Context: an optimization exercise on an open-source flow, tuned for small area. The choices shown serve that exercise and are no tape-out recipe. At most, simulation tests tie the RTL to the original design; equivalence was not proved. Power and IR drop assume default switching activity.

==> inputs of run a <==
## id_stage_pipe
module id_stage_pipe (
  input  logic        clk,
  input  logic        rst,
  input  logic        in_valid,
  output logic        in_ready,
  input  logic [31:0] instn,
  input  logic        wb_we,
  input  logic [4:0]  wb_addr,
  input  logic [31:0] wb_data,
  input  logic        ex_load_pending,
  input  logic [4:0]  ex_load_rt,
  input  logic        flush,
  input  logic        ex_ready,
  output logic        out_valid,
  output logic [31:0] out_rs_data,
  output logic [31:0] out_rt_data,
  output logic [31:0] out_imm,
  output logic [4:0]  out_rs,
  output logic [4:0]  out_rt,
  output logic [4:0]  out_rd,
  output logic [4:0]  out_shamt,
  output logic [5:0]  out_funct,
  output logic [5:0]  out_opcode,
  output logic [7:0]  out_ctrl,
  output logic        peri_req,
  input  logic        peri_ack,
  output logic [15:0] peri_addr,
  output logic [15:0] peri_data
);
  logic [5:0]  opcode;
  logic [4:0]  rs, rt;
  logic uses_rt, haz, peri_store, slot_free, idle;
  logic normal_ready, consume, load_slot, launch;
  logic hold, killed, was_idle;
  logic [15:0] imm_q;
  ...
export LEC_CHECK = 0
export CAP_MARGIN = 20
export CORE_MARGIN = 2
export CORE_UTILIZATION = 60
export SLEW_MARGIN = 20
export SYNTH_HIERARCHICAL = 1
create_clock -name core_clock -period 6.0 [get_ports {clk}]
standard.sh (not shown) runs the stock make flow with config.mk's settings and CLKGATE_MAP_FILE= SYNTH_SCRIPT=/design/flow/synth_recipe.tcl, a recipe that flattens the netlist after the stock synthesis.
==> flow/flow/run.sh <==
#!/bin/bash
# Own layout flow: the standard ORFS flow (standard.sh, unchanged synthesis) with
#  - plain buf_1 cells as the port buffers instead of the default delay buffers, and
#  - a clock tree without dummy loads, with larger sink clusters (fewer leaf buffers).
# make's full output goes to flow_make.log here; each ORFS step's log is under orfs/logs/.
set -euo pipefail
export BUFFER_PORTS_ARGS="-buffer_cell sky130_fd_sc_hd__buf_1"
export CTS_ARGS="-sink_clustering_enable -repair_clock_nets -dont_use_dummy_load -sink_clustering_size 25 -sink_clustering_max_diameter 80"
bash standard.sh finish > flow_make.log 2>&1
==> run b (differences from run a) <==
--- a/flow/design.v
+++ b/flow/design.v
@@ -50,34 +50,12 @@
     end
     if (N - 3 * NG == 2) begin : g_tail
       rf_aoi2 u_aoi (.s(s[N-1 -: 2]), .d(d[N-1 -: 2]), .y(t[10]));
     end
   endgenerate
   rf_nand11 u_or (.x(t), .y(y));
-endmodule
-module rf_and3 (
-  input  logic a,
-  input  logic b,
-  input  logic c,
-  output logic y
-);
-  assign y = a & b & c;
-endmodule
-module rf_and2 (
-  input  logic a,
-  input  logic b,
-  output logic y
-);
-  assign y = a & b;
-endmodule
-module rf_nand2 (
-  input  logic a,
-  input  logic b,
-  output logic y
-);
-  assign y = !(a & b);
 endmodule
 module id_stage_pipe (
   input  logic        clk,
   input  logic        rst,
   input  logic        in_valid,
   output logic        in_ready,
@@ -114,68 +92,49 @@
   assign opcode = instn[31:26];
   assign rs     = instn[25:21];
   assign rt     = instn[20:16];
   assign slot_free = !out_valid || ex_ready;
   logic [31:0] regs [1:31];
   logic [31:0] regs_d [1:31];
-  localparam int NH = 2;
-  localparam int BW = 32 / NH;
-  logic [31:1]   valid, live;
-  logic [NH-1:0] wsel [1:31];
-  logic [NH-1:0] nwsel [1:31];
-  logic [NH-1:0] sel_a [1:31];
-  logic [NH-1:0] sel_b [1:31];
-  logic [7:0]    wh, ah, bh;
-  logic [3:0]    wl, al, bl;
-  logic          byp_a, byp_b, a_hit, b_hit;
-  logic [31:0]   rs_next, rt_next;
-  genvar i, b, h;
-  generate
-    for (h = 0; h < 8; h++) begin : g_hi
-      assign wh[h] = wb_we && (wb_addr[4:2] == h);
-      assign ah[h] = (rs[4:2] == h);
-      assign bh[h] = (rt[4:2] == h);
-    end
-    for (h = 0; h < 4; h++) begin : g_lo
-      assign wl[h] = (wb_addr[1:0] == h);
-      assign al[h] = slot_free && (rs[1:0] == h);
-      assign bl[h] = (rt[1:0] == h);
-    end
+  logic [31:1] valid, wsel, nwsel, live;
+  logic [31:1] sel_a, sel_b;
+  logic        byp_a, byp_b, a_hit, b_hit;
+  logic [31:0] rs_next, rt_next;
+  genvar i, b;
+  generate
     for (i = 1; i < 32; i++) begin : g_reg
-      assign live[i] = valid[i] && nwsel[i][0];
-      for (h = 0; h < NH; h++) begin : g_drv
-        rf_and2  u_w  (.a(wh[i/4]), .b(wl[i%4]), .y(wsel[i][h]));
-        rf_nand2 u_nw (.a(wh[i/4]), .b(wl[i%4]), .y(nwsel[i][h]));
-        rf_and3  u_sa (.a(ah[i/4]), .b(al[i%4]), .c(live[i]), .y(sel_a[i][h]));
-        rf_and3  u_sb (.a(bh[i/4]), .b(bl[i%4]), .c(live[i]), .y(sel_b[i][h]));
-      end
+      assign wsel[i]   = wb_we && (wb_addr == i);
+      assign nwsel[i]  = !wsel[i];
+      assign live[i]   = valid[i] && !wsel[i];
+      assign sel_a[i]  = slot_free && live[i] && (rs == i);
+      assign sel_b[i]  = live[i] && (rt == i);
       for (b = 0; b < 32; b++) begin : g_bit
-        rf_ao22 u_hold (.a(wsel[i][b/BW]), .b(wb_data[b]), .c(nwsel[i][b/BW]),
-                        .d(regs[i][b]), .y(regs_d[i][b]));
+        rf_ao22 u_hold (.a(wsel[i]), .b(wb_data[b]), .c(nwsel[i]), .d(regs[i][b]),
+                        .y(regs_d[i][b]));
       end
       always_ff @(posedge clk) begin
         regs[i] <= regs_d[i];
       end
       always_ff @(posedge clk or posedge rst) begin
         if (rst) valid[i] <= 1'b0;
-        else     valid[i] <= valid[i] || wsel[i][0];
+        else     valid[i] <= valid[i] || wsel[i];
       end
     end
   endgenerate
   assign a_hit  = wb_we && (wb_addr == rs) && (rs != 5'd0);
   assign b_hit  = wb_we && (wb_addr == rt) && (rt != 5'd0);
   assign byp_a  = slot_free && a_hit;
   assign byp_b  = b_hit;
   generate
     for (b = 0; b < 32; b++) begin : g_rd
       logic [32:0] sa, da;
       logic [31:0] sb, db;
       for (i = 1; i < 32; i++) begin : g_t
-        assign sa[i-1] = sel_a[i][b/BW];
+        assign sa[i-1] = sel_a[i];
         assign da[i-1] = regs[i][b];
-        assign sb[i-1] = sel_b[i][b/BW];
+        assign sb[i-1] = sel_b[i];
         assign db[i-1] = regs[i][b];
       end
       assign sa[32:31] = {!slot_free, byp_a};
       assign da[32:31] = {out_rs_data[b], wb_data[b]};
       assign sb[31]    = byp_b;
       assign db[31]    = wb_data[b];
==> flow/flow/run.sh (replaced) <==
#!/bin/bash
# Own layout flow: the standard ORFS flow (standard.sh, unchanged synthesis) with
#  - plain buf_1 cells as the port buffers instead of the default delay buffers,
#  - a clock tree without dummy loads, with larger sink clusters (fewer leaf buffers), and
#  - power recovery (downsizing gates off the critical paths) after global routing.
# make's full output goes to flow_make.log here; each ORFS step's log is under orfs/logs/.
set -euo pipefail
export BUFFER_PORTS_ARGS="-buffer_cell sky130_fd_sc_hd__buf_1"
export CTS_ARGS="-sink_clustering_enable -repair_clock_nets -dont_use_dummy_load -sink_clustering_size 25 -sink_clustering_max_diameter 80"
export RECOVER_POWER=100
bash standard.sh finish > flow_make.log 2>&1
==> run c (differences from run a) <==
--- a/flow/design.v
+++ b/flow/design.v
@@ -9,22 +9,24 @@
   input  logic [2:0] s,
   input  logic [2:0] d,
   output logic       y
 );
   assign y = !(|(s & d));
 endmodule
-module rf_aoi2 (
-  input  logic [1:0] s,
-  input  logic [1:0] d,
-  output logic       y
-);
-  assign y = !(|(s & d));
-endmodule
-module rf_nand11 (
-  input  logic [10:0] x,
-  output logic        y
+module rf_nand2 (
+  input  logic a,
+  input  logic b,
+  output logic y
+);
+  assign y = !(a & b);
+endmodule
+module rf_nandn #(
+  parameter int M = 11
+) (
+  input  logic [M-1:0] x,
+  output logic         y
 );
   assign y = !(&x);
 endmodule
 module rf_ao22 (
   input  logic a,
   input  logic b,
@@ -39,45 +41,24 @@
 ) (
   input  logic [N-1:0] s,
   input  logic [N-1:0] d,
   output logic         y
 );
   localparam int NG = N / 3;
-  logic [10:0] t;
+  localparam int NR = N - 3 * NG;
+  logic [NG+NR-1:0] t;
   genvar g;
   generate
     for (g = 0; g < NG; g++) begin : g_aoi
       rf_aoi3 u_aoi (.s(s[3*g +: 3]), .d(d[3*g +: 3]), .y(t[g]));
     end
-    if (N - 3 * NG == 2) begin : g_tail
-      rf_aoi2 u_aoi (.s(s[N-1 -: 2]), .d(d[N-1 -: 2]), .y(t[10]));
-    end
-  endgenerate
-  rf_nand11 u_or (.x(t), .y(y));
-endmodule
-module rf_and3 (
-  input  logic a,
-  input  logic b,
-  input  logic c,
-  output logic y
-);
-  assign y = a & b & c;
-endmodule
-module rf_and2 (
-  input  logic a,
-  input  logic b,
-  output logic y
-);
-  assign y = a & b;
-endmodule
-module rf_nand2 (
-  input  logic a,
-  input  logic b,
-  output logic y
-);
-  assign y = !(a & b);
+    for (g = 0; g < NR; g++) begin : g_tail
+      rf_nand2 u_nand (.a(s[3*NG+g]), .b(d[3*NG+g]), .y(t[NG+g]));
+    end
+  endgenerate
+  rf_nandn #(.M(NG + NR)) u_or (.x(t), .y(y));
 endmodule
 module id_stage_pipe (
   input  logic        clk,
   input  logic        rst,
   input  logic        in_valid,
   output logic        in_ready,
@@ -114,68 +95,49 @@
   assign opcode = instn[31:26];
   assign rs     = instn[25:21];
   assign rt     = instn[20:16];
   assign slot_free = !out_valid || ex_ready;
   logic [31:0] regs [1:31];
   logic [31:0] regs_d [1:31];
-  localparam int NH = 2;
-  localparam int BW = 32 / NH;
-  logic [31:1]   valid, live;
-  logic [NH-1:0] wsel [1:31];
-  logic [NH-1:0] nwsel [1:31];
-  logic [NH-1:0] sel_a [1:31];
-  logic [NH-1:0] sel_b [1:31];
-  logic [7:0]    wh, ah, bh;
-  logic [3:0]    wl, al, bl;
-  logic          byp_a, byp_b, a_hit, b_hit;
-  logic [31:0]   rs_next, rt_next;
-  genvar i, b, h;
-  generate
-    for (h = 0; h < 8; h++) begin : g_hi
-      assign wh[h] = wb_we && (wb_addr[4:2] == h);
-      assign ah[h] = (rs[4:2] == h);
-      assign bh[h] = (rt[4:2] == h);
-    end
-    for (h = 0; h < 4; h++) begin : g_lo
-      assign wl[h] = (wb_addr[1:0] == h);
-      assign al[h] = slot_free && (rs[1:0] == h);
-      assign bl[h] = (rt[1:0] == h);
-    end
+  logic [31:1] valid, wsel, nwsel, live;
+  logic [31:1] sel_a, sel_b;
+  logic        byp_a, byp_b, a_hit, b_hit;
+  logic [31:0] rs_next, rt_next;
+  genvar i, b;
+  generate
     for (i = 1; i < 32; i++) begin : g_reg
-      assign live[i] = valid[i] && nwsel[i][0];
-      for (h = 0; h < NH; h++) begin : g_drv
-        rf_and2  u_w  (.a(wh[i/4]), .b(wl[i%4]), .y(wsel[i][h]));
-        rf_nand2 u_nw (.a(wh[i/4]), .b(wl[i%4]), .y(nwsel[i][h]));
-        rf_and3  u_sa (.a(ah[i/4]), .b(al[i%4]), .c(live[i]), .y(sel_a[i][h]));
-        rf_and3  u_sb (.a(bh[i/4]), .b(bl[i%4]), .c(live[i]), .y(sel_b[i][h]));
-      end
+      assign wsel[i]   = wb_we && (wb_addr == i);
+      assign nwsel[i]  = !wsel[i];
+      assign live[i]   = valid[i] && !wsel[i];
+      assign sel_a[i]  = slot_free && live[i] && (rs == i);
+      assign sel_b[i]  = live[i] && (rt == i);
       for (b = 0; b < 32; b++) begin : g_bit
-        rf_ao22 u_hold (.a(wsel[i][b/BW]), .b(wb_data[b]), .c(nwsel[i][b/BW]),
-                        .d(regs[i][b]), .y(regs_d[i][b]));
+        rf_ao22 u_hold (.a(wsel[i]), .b(wb_data[b]), .c(nwsel[i]), .d(regs[i][b]),
+                        .y(regs_d[i][b]));
       end
       always_ff @(posedge clk) begin
         regs[i] <= regs_d[i];
       end
       always_ff @(posedge clk or posedge rst) begin
         if (rst) valid[i] <= 1'b0;
-        else     valid[i] <= valid[i] || wsel[i][0];
+        else     valid[i] <= valid[i] || wsel[i];
       end
     end
   endgenerate
   assign a_hit  = wb_we && (wb_addr == rs) && (rs != 5'd0);
   assign b_hit  = wb_we && (wb_addr == rt) && (rt != 5'd0);
   assign byp_a  = slot_free && a_hit;
   assign byp_b  = b_hit;
   generate
     for (b = 0; b < 32; b++) begin : g_rd
       logic [32:0] sa, da;
       logic [31:0] sb, db;
       for (i = 1; i < 32; i++) begin : g_t
-        assign sa[i-1] = sel_a[i][b/BW];
+        assign sa[i-1] = sel_a[i];
         assign da[i-1] = regs[i][b];
-        assign sb[i-1] = sel_b[i][b/BW];
+        assign sb[i-1] = sel_b[i];
         assign db[i-1] = regs[i][b];
       end
       assign sa[32:31] = {!slot_free, byp_a};
       assign da[32:31] = {out_rs_data[b], wb_data[b]};
       assign sb[31]    = byp_b;
       assign db[31]    = wb_data[b];
==> flow/flow/run.sh (replaced) <==
#!/bin/bash
# Own layout flow: the standard ORFS flow (standard.sh, unchanged synthesis) with
#  - plain buf_1 cells as the port buffers instead of the default delay buffers, and
#  - a clock tree without dummy loads, with larger sink clusters (fewer leaf buffers).
# make's full output goes to flow_make.log here; each ORFS step's log is under orfs/logs/.
set -euo pipefail
export BUFFER_PORTS_ARGS="-buffer_cell sky130_fd_sc_hd__buf_1"
export CTS_ARGS="-sink_clustering_enable -repair_clock_nets -dont_use_dummy_load -sink_clustering_size 27 -sink_clustering_max_diameter 90"
bash standard.sh finish > flow_make.log 2>&1
--- a/flow/config.mk
+++ b/flow/config.mk
@@ -4,9 +4,9 @@
 export VERILOG_FILES = /design/flow/design.v
 export SDC_FILE = /design/flow/constraint.sdc
 export NUM_CORES = 8
 export LEC_CHECK = 0
 export CAP_MARGIN = 20
 export CORE_MARGIN = 2
-export CORE_UTILIZATION = 60
+export CORE_UTILIZATION = 50
 export SLEW_MARGIN = 20
 export SYNTH_HIERARCHICAL = 1
==> run d (differences from run a) <==
--- a/flow/design.v
+++ b/flow/design.v
@@ -9,22 +9,24 @@
   input  logic [2:0] s,
   input  logic [2:0] d,
   output logic       y
 );
   assign y = !(|(s & d));
 endmodule
-module rf_aoi2 (
-  input  logic [1:0] s,
-  input  logic [1:0] d,
-  output logic       y
-);
-  assign y = !(|(s & d));
-endmodule
-module rf_nand11 (
-  input  logic [10:0] x,
-  output logic        y
+module rf_nand2 (
+  input  logic a,
+  input  logic b,
+  output logic y
+);
+  assign y = !(a & b);
+endmodule
+module rf_nandn #(
+  parameter int M = 11
+) (
+  input  logic [M-1:0] x,
+  output logic         y
 );
   assign y = !(&x);
 endmodule
 module rf_ao22 (
   input  logic a,
   input  logic b,
@@ -39,45 +41,24 @@
 ) (
   input  logic [N-1:0] s,
   input  logic [N-1:0] d,
   output logic         y
 );
   localparam int NG = N / 3;
-  logic [10:0] t;
+  localparam int NR = N - 3 * NG;
+  logic [NG+NR-1:0] t;
   genvar g;
   generate
     for (g = 0; g < NG; g++) begin : g_aoi
       rf_aoi3 u_aoi (.s(s[3*g +: 3]), .d(d[3*g +: 3]), .y(t[g]));
     end
-    if (N - 3 * NG == 2) begin : g_tail
-      rf_aoi2 u_aoi (.s(s[N-1 -: 2]), .d(d[N-1 -: 2]), .y(t[10]));
-    end
-  endgenerate
-  rf_nand11 u_or (.x(t), .y(y));
-endmodule
-module rf_and3 (
-  input  logic a,
-  input  logic b,
-  input  logic c,
-  output logic y
-);
-  assign y = a & b & c;
-endmodule
-module rf_and2 (
-  input  logic a,
-  input  logic b,
-  output logic y
-);
-  assign y = a & b;
-endmodule
-module rf_nand2 (
-  input  logic a,
-  input  logic b,
-  output logic y
-);
-  assign y = !(a & b);
+    for (g = 0; g < NR; g++) begin : g_tail
+      rf_nand2 u_nand (.a(s[3*NG+g]), .b(d[3*NG+g]), .y(t[NG+g]));
+    end
+  endgenerate
+  rf_nandn #(.M(NG + NR)) u_or (.x(t), .y(y));
 endmodule
 module id_stage_pipe (
   input  logic        clk,
   input  logic        rst,
   input  logic        in_valid,
   output logic        in_ready,
@@ -114,68 +95,49 @@
   assign opcode = instn[31:26];
   assign rs     = instn[25:21];
   assign rt     = instn[20:16];
   assign slot_free = !out_valid || ex_ready;
   logic [31:0] regs [1:31];
   logic [31:0] regs_d [1:31];
-  localparam int NH = 2;
-  localparam int BW = 32 / NH;
-  logic [31:1]   valid, live;
-  logic [NH-1:0] wsel [1:31];
-  logic [NH-1:0] nwsel [1:31];
-  logic [NH-1:0] sel_a [1:31];
-  logic [NH-1:0] sel_b [1:31];
-  logic [7:0]    wh, ah, bh;
-  logic [3:0]    wl, al, bl;
-  logic          byp_a, byp_b, a_hit, b_hit;
-  logic [31:0]   rs_next, rt_next;
-  genvar i, b, h;
-  generate
-    for (h = 0; h < 8; h++) begin : g_hi
-      assign wh[h] = wb_we && (wb_addr[4:2] == h);
-      assign ah[h] = (rs[4:2] == h);
-      assign bh[h] = (rt[4:2] == h);
-    end
-    for (h = 0; h < 4; h++) begin : g_lo
-      assign wl[h] = (wb_addr[1:0] == h);
-      assign al[h] = slot_free && (rs[1:0] == h);
-      assign bl[h] = (rt[1:0] == h);
-    end
+  logic [31:1] valid, wsel, nwsel, live;
+  logic [31:1] sel_a, sel_b;
+  logic        byp_a, byp_b, a_hit, b_hit;
+  logic [31:0] rs_next, rt_next;
+  genvar i, b;
+  generate
     for (i = 1; i < 32; i++) begin : g_reg
-      assign live[i] = valid[i] && nwsel[i][0];
-      for (h = 0; h < NH; h++) begin : g_drv
-        rf_and2  u_w  (.a(wh[i/4]), .b(wl[i%4]), .y(wsel[i][h]));
-        rf_nand2 u_nw (.a(wh[i/4]), .b(wl[i%4]), .y(nwsel[i][h]));
-        rf_and3  u_sa (.a(ah[i/4]), .b(al[i%4]), .c(live[i]), .y(sel_a[i][h]));
-        rf_and3  u_sb (.a(bh[i/4]), .b(bl[i%4]), .c(live[i]), .y(sel_b[i][h]));
-      end
+      assign wsel[i]   = wb_we && (wb_addr == i);
+      assign nwsel[i]  = !wsel[i];
+      assign live[i]   = valid[i] && !wsel[i];
+      assign sel_a[i]  = slot_free && live[i] && (rs == i);
+      assign sel_b[i]  = live[i] && (rt == i);
       for (b = 0; b < 32; b++) begin : g_bit
-        rf_ao22 u_hold (.a(wsel[i][b/BW]), .b(wb_data[b]), .c(nwsel[i][b/BW]),
-                        .d(regs[i][b]), .y(regs_d[i][b]));
+        rf_ao22 u_hold (.a(wsel[i]), .b(wb_data[b]), .c(nwsel[i]), .d(regs[i][b]),
+                        .y(regs_d[i][b]));
       end
       always_ff @(posedge clk) begin
         regs[i] <= regs_d[i];
       end
       always_ff @(posedge clk or posedge rst) begin
         if (rst) valid[i] <= 1'b0;
-        else     valid[i] <= valid[i] || wsel[i][0];
+        else     valid[i] <= valid[i] || wsel[i];
       end
     end
   endgenerate
   assign a_hit  = wb_we && (wb_addr == rs) && (rs != 5'd0);
   assign b_hit  = wb_we && (wb_addr == rt) && (rt != 5'd0);
   assign byp_a  = slot_free && a_hit;
   assign byp_b  = b_hit;
   generate
     for (b = 0; b < 32; b++) begin : g_rd
       logic [32:0] sa, da;
       logic [31:0] sb, db;
       for (i = 1; i < 32; i++) begin : g_t
-        assign sa[i-1] = sel_a[i][b/BW];
+        assign sa[i-1] = sel_a[i];
         assign da[i-1] = regs[i][b];
-        assign sb[i-1] = sel_b[i][b/BW];
+        assign sb[i-1] = sel_b[i];
         assign db[i-1] = regs[i][b];
       end
       assign sa[32:31] = {!slot_free, byp_a};
       assign da[32:31] = {out_rs_data[b], wb_data[b]};
       assign sb[31]    = byp_b;
       assign db[31]    = wb_data[b];
==> key figures <==
Timing
  – Period utilization: about three quarters

Routing
  – Post-DR wirelength/cell: 39.6 µm
  – Initial drt markers: just over 9000

Outcome
  – Status: no timing/DRC/antenna violations

Yosys
  – Top cell type's share of synthesized area: 51.1%

Pwr
  – P_comb: 2.30 mW

Layout
  – Area growth, synth to finish: 10.9%

Setup path
  – Top delay family on crit path: simple AND/OR/NAND/NOR gates
(the above is from run c)
==> key figures <==
Outcome
  – Status: no timing/DRC/antenna violations

Layout
  – Area growth, synth to finish: 10.6%

Routing
  – Post-DR wirelength/cell: approximately 42 µm

Pwr
  – P_comb: 2.35 mW
(the above is from run d)
==> key figures <==
Outcome
  – Status: failed layout checks
  – Violated checks: capacitance limit, slew limit

Routing
  – Post-DR wirelength/cell: 38.9 µm

Timing
  – Period utilization: around 92%
  – Slew Viols, Final: around 1100

Run
  – Max-cap violations: 32

Pwr
  – P_comb: 2.28 mW

Yosys
  – Top cell type's share of synthesized area: 50.9%
(the above is from run b)
==> key figures <==
Outcome
  – Status: no timing/DRC/antenna violations

Timing
  – Period utilization: 90.3%

Routing
  – Post-DR wirelength/cell: 34.8 µm

Pwr
  – P_comb: about 2.3 mW
(the above is from run a)
For run a, only the layout was checked, not whether the RTL still works.

[static timing again, ports no longer ideal]
In the flow no input, the clock included, has a driving cell. The finished layouts below were timed again as built, in two steps. Step 1: set_driving_cell puts a clkbuf_16 on clk and a buf_2 on each other input, an assumption about the parent block. Step 2, shift: input delay + t, output delay - t, t = (earliest + latest rising clock arrival at the registers) / 2. This alone moves slack from input paths to output paths. Slacks: ideal / step 1 / step 2; pairs: ideal / step 1.
| run | t (ns) | setup WS [ns] | latest minus earliest clock arrival (ns) |
|---|---|---|---|
| run a | 0.718 | 0.582 / 0.623 / -0.095 | 0.058 / 0.057 |
| run b | 0.722 | 0.485 / 0.532 / -0.190 | 0.033 / 0.033 |
| run c | 0.718 | 1.504 / 1.520 / 0.802 | 0.062 / 0.062 |
| run d | 0.740 | 1.313 / 1.337 / 0.598 | 0.073 / 0.073 |
The setup slack of run d, which loses most, moves by +0.024 ns with the drivers and by -0.715 ns with both steps.
